Context: an optimization exercise on an open-source flow, tuned for small area and a short achievable clock period. The choices shown serve that exercise and are no tape-out recipe.
In this exercise RTL edits were held to simulation tests only and were not proved equivalent to the original.
Power is estimated from default activity; no workload was simulated.

## xenon
==> flow/design.v <==
package dq_pkg;
  localparam int FUNC_W = 3;
  localparam logic [FUNC_W-1:0] FUNC_PUSH_FRONT = 3'd0;
  localparam logic [FUNC_W-1:0] FUNC_PUSH_BACK  = 3'd1;
  localparam logic [FUNC_W-1:0] FUNC_POP_FRONT  = 3'd2;
  localparam logic [FUNC_W-1:0] FUNC_POP_BACK   = 3'd3;
  localparam logic [FUNC_W-1:0] FUNC_PEEK_FRONT = 3'd4;
  localparam logic [FUNC_W-1:0] FUNC_PEEK_BACK  = 3'd5;
  localparam logic [FUNC_W-1:0] FUNC_CLEAR      = 3'd6;
endpackage
module dq_cell #(
  parameter int DATA_WIDTH = 32
) (
  input  logic                  clk,
  input  logic                  we,
  input  logic [DATA_WIDTH-1:0] push_word,
  output logic [DATA_WIDTH-1:0] data
);
  always_ff @(posedge clk) begin
    if (we) begin
      data <= push_word;
    end
  end
endmodule
module double_ended_queue #(
  parameter int DEPTH      = 16,
  parameter int DATA_WIDTH = 32
) (
  input  logic clk,
  input  logic rst,
  input  logic s_tvalid,
  output logic s_tready,
  input  logic [((DATA_WIDTH+7)/8)*8-1:0] s_tdata,
  input  logic [dq_pkg::FUNC_W-1:0] s_tuser,
  output logic m_tvalid,
  input  logic m_tready,
  output logic [((DATA_WIDTH+3+$clog2(DEPTH+1)+7)/8)*8-1:0] m_tdata
);
  localparam int CNT_W     = $clog2(DEPTH + 1);
  localparam int PTR_W     = $clog2(DEPTH);
  localparam int RES_W     = DATA_WIDTH + 3 + CNT_W;
  localparam int M_TDATA_W = ((RES_W + 7) / 8) * 8;
  logic [dq_pkg::FUNC_W-1:0] func;
  logic                      accept;
  logic [CNT_W-1:0] count;
  logic [PTR_W-1:0] head;
  logic [PTR_W-1:0] tail;
  logic             empty;
  logic [CNT_W-1:0] count_next;
  logic             full;
  logic             ok_q;
  logic [DATA_WIDTH-1:0] peek_q;
  logic             peek_front;
  logic             peek_back;
  logic [DEPTH-1:0] head_oh;
  logic [DEPTH-1:0] tail_oh;
  logic [DEPTH-1:0] we;
  logic [DEPTH-1:0] rsel;
  logic [DATA_WIDTH-1:0] mem [DEPTH];
  logic [DATA_WIDTH-1:0] peek_word;
  assign func     = s_tuser;
  assign s_tready = !m_tvalid || m_tready;
  assign accept   = s_tvalid && s_tready;
  assign full  = count[CNT_W-1];
  assign peek_front = (func == dq_pkg::FUNC_PEEK_FRONT) && !empty;
  assign peek_back  = (func == dq_pkg::FUNC_PEEK_BACK) && !empty;
  always_comb begin
    for (int i = 0; i < DEPTH; i++) begin
      head_oh[i] = (head == PTR_W'(i));
      tail_oh[i] = (tail == PTR_W'(i));
    end
  end
  for (genvar i = 0; i < DEPTH; i++) begin : g_word
    assign we[i]   = !full && (head_oh[(i + 1) % DEPTH] || tail_oh[i]);
    assign rsel[i] = (peek_front && head_oh[i]) ||
                     (peek_back && tail_oh[(i + 1) % DEPTH]);
    dq_cell #(
      .DATA_WIDTH(DATA_WIDTH)
    ) u_cell (
      .clk      (clk),
      .we       (we[i]),
      .push_word(s_tdata[DATA_WIDTH-1:0]),
      .data     (mem[i])
    );
  end
  always_comb begin
    peek_word = '0;
    for (int i = 0; i < DEPTH; i++) begin
      peek_word = peek_word | (mem[i] & {DATA_WIDTH{rsel[i]}});
    end
  end
  always_comb begin
    count_next = count;
    case (func)
      dq_pkg::FUNC_PUSH_FRONT,
      dq_pkg::FUNC_PUSH_BACK:  if (!full) count_next = count + 1'b1;
      dq_pkg::FUNC_POP_FRONT,
      dq_pkg::FUNC_POP_BACK:   if (!empty) count_next = count - 1'b1;
      dq_pkg::FUNC_CLEAR:      count_next = '0;
      default: ;
    endcase
  end
  always_ff @(posedge clk) begin
    if (rst) begin
      count    <= '0;
      empty    <= 1'b1;
      tail     <= head;
      m_tvalid <= 1'b0;
    end else begin
      if (accept) begin
        count <= count_next;
        empty <= (count_next == '0);
        case (func)
          dq_pkg::FUNC_PUSH_FRONT: if (!full) head <= head - 1'b1;
          dq_pkg::FUNC_PUSH_BACK:  if (!full) tail <= tail + 1'b1;
          dq_pkg::FUNC_POP_FRONT:  if (!empty) head <= head + 1'b1;
          dq_pkg::FUNC_POP_BACK:   if (!empty) tail <= tail - 1'b1;
          dq_pkg::FUNC_CLEAR:      tail <= head;
          default: ;
        endcase
      end
      if (accept) begin
        m_tvalid <= 1'b1;
      end else if (m_tready) begin
        m_tvalid <= 1'b0;
      end
    end
  end
  always_ff @(posedge clk) begin
    if (s_tready) begin
      case (func)
        dq_pkg::FUNC_PUSH_FRONT,
        dq_pkg::FUNC_PUSH_BACK:  ok_q <= !full;
        dq_pkg::FUNC_POP_FRONT,
        dq_pkg::FUNC_POP_BACK,
        dq_pkg::FUNC_PEEK_FRONT,
        dq_pkg::FUNC_PEEK_BACK,
        dq_pkg::FUNC_CLEAR:      ok_q <= !empty;
        default:                 ok_q <= 1'b0;
      endcase
      peek_q <= peek_word;
    end
  end
  assign m_tdata = M_TDATA_W'({count, full, empty, peek_q, ok_q});
endmodule
clock: 4.5 ns
lec_check: 0
cap_margin: 20
core_margin: 2
core_utilization: 30
setup_slack_margin: 2.3
slew_margin: 20
standard.sh (not shown) runs the stock make flow with config.mk's settings and CLKGATE_MAP_FILE= SYNTH_SCRIPT=/design/flow/synth_recipe.tcl, a recipe that flattens the netlist after the stock synthesis.
==> flow/flow/run.sh <==
#!/bin/bash
cp standard.sh standard_sh.txt
export BUFFER_PORTS_ARGS="-buffer_cell sky130_fd_sc_hd__buf_2"
bash standard.sh > standard.log 2>&1
diff inputs: xenon => nickel
- an added PLACE_DENSITY of 0.7
- an added CTS_CLUSTER_DIAMETER of 45
- an added CTS_CLUSTER_SIZE of 16
- a change of SETUP_SLACK_MARGIN from 2.3 to 2.0
- an added CTS_BUF_LIST of sky130_fd_sc_hd__clkbuf_8
- a change of CORE_UTILIZATION from 30 to 50
- Result: PASS for each of xenon and nickel
- Per the comparison of nickel with xenon, final worst slack moved down; fraction of area in clock buffers and inverters went down; number of cells on the worst reg-to-reg path saw a decrease; final standard cell count with taps included and fillers excluded decreased about 20%.
- xenon reports its launching element of the worst setup path as s_tuser[0] while nickel reports tail[3].
- Compared with xenon, in nickel multi-input logic cell count now sits higher, met2 capacity usage during global routing increased by 12 points relative to the old numbers.
- A critical-path cell with the highest stage delay of sky130_fd_sc_hd__edfxtp_1 is what nickel shows, while sky130_fd_sc_hd__or4b_4 belongs to xenon.
- Between xenon and nickel, the total power after layout is lower for nickel.
- Status: sequential standard cell area parity (xenon, nickel)
### nickel -> harbor
- CTS_BUF_LIST removed (was sky130_fd_sc_hd__clkbuf_8)
- PLACE_DENSITY removed (was 0.7)
- CTS_CLUSTER_SIZE removed (was 16)
- CORE_UTILIZATION changed from 50 to 30
- CTS_CLUSTER_DIAMETER removed (was 45)
Notes after the runs:
- Run comparison: nickel path category of the worst min-delay check input port to register; harbor path category of the worst min-delay check register to register
- Re wire length: harbor and nickel aren't equal, and the higher value belongs to harbor.
- Looking only at combinational cell fraction of total power, and setting everything else aside, the lower value of harbor and nickel goes to harbor.
- In the reports for harbor and nickel, the larger critical path depth belongs to harbor.
- Part of the power in the clock network (lower): nickel
- Per the comparison of harbor with nickel, power share of the sequential group lower; wire length of the first global-routing pass higher.
- Lower total core area goes to nickel over harbor.
- Diff nickel -> harbor: clock latency at the later pin of the worst-skew pair went down by 0.05 ns, switching power went up by 3.2%, via count down 371, share of the clock period used by the worst path now sits lower.
Here is what was changed in the inputs of maple compared with harbor.
- setting CTS_CLUSTER_DIAMETER to 50 for the first time
- setting CTS_BUF_LIST to sky130_fd_sc_hd__clkbuf_8 for the first time
- setting CTS_CLUSTER_SIZE to 20 for the first time
--- outcome ---
maple vs. harbor: filler-free cell count of the finished design shrank by 1.3%, final routed wirelength across all metal layers stayed essentially flat, clock skew rose 0.035 ns. End point of the critical path = peek_q[1]: maple; end point of the critical path = peek_q[3]: harbor. Taking harbor as the reference, in maple logic gate share of total power higher; via count of the first global-routing pass lower. Of maple and harbor, the lower clock slew seen by the registers of the worst setup and hold paths belongs to harbor. Between maple and harbor, sequential power share is higher for maple, harbor comes in under that. Higher layout buffer count excluding clock buffers goes to harbor over maple. For the share of the cycle needed by the critical path after routing, maple came in 0.48 points higher than harbor did. When maple is set beside harbor, its maximum frequency turns out to be about 0.9% smaller.

-- port drivers added, routing unchanged --
Ports are ideal in the flow. The routed layouts listed here were re-timed in OpenROAD. Step 1 sets driving cells, clkbuf_16 on the clock port and buf_2 on the other inputs (assumed; they add their load-dependent delay and slew). Step 2, shift: input delay + t, output delay - t, t = (earliest + latest rising clock arrival at the registers) / 2. This alone moves slack from input paths to output paths. Three values: ideal ports, drivers, drivers and shift; two values: the first two.
run | t, ns | setup slack, ns | worst setup path at the end | clock arrival spread, ns | worst data-port slew with drivers (ns)
xenon | 0.649 | 2.090 / 2.073 / 1.424 | input to register | 0.025 / 0.025 | 0.10
nickel | 0.705 | 2.017 / 2.017 / 1.344 | input to register | 0.034 / 0.034 | 0.10
harbor | 0.663 | 2.050 / 2.050 / 1.418 | input to register | 0.022 / 0.021 | 0.12
maple | 0.716 | 2.028 / 2.042 / 1.348 | input to register | 0.053 / 0.053 | 0.13
After both steps setup and hold are still met in every run listed. For maple, which loses most, drivers alone change the setup slack by +0.014 ns; drivers and shift together by -0.680 ns.
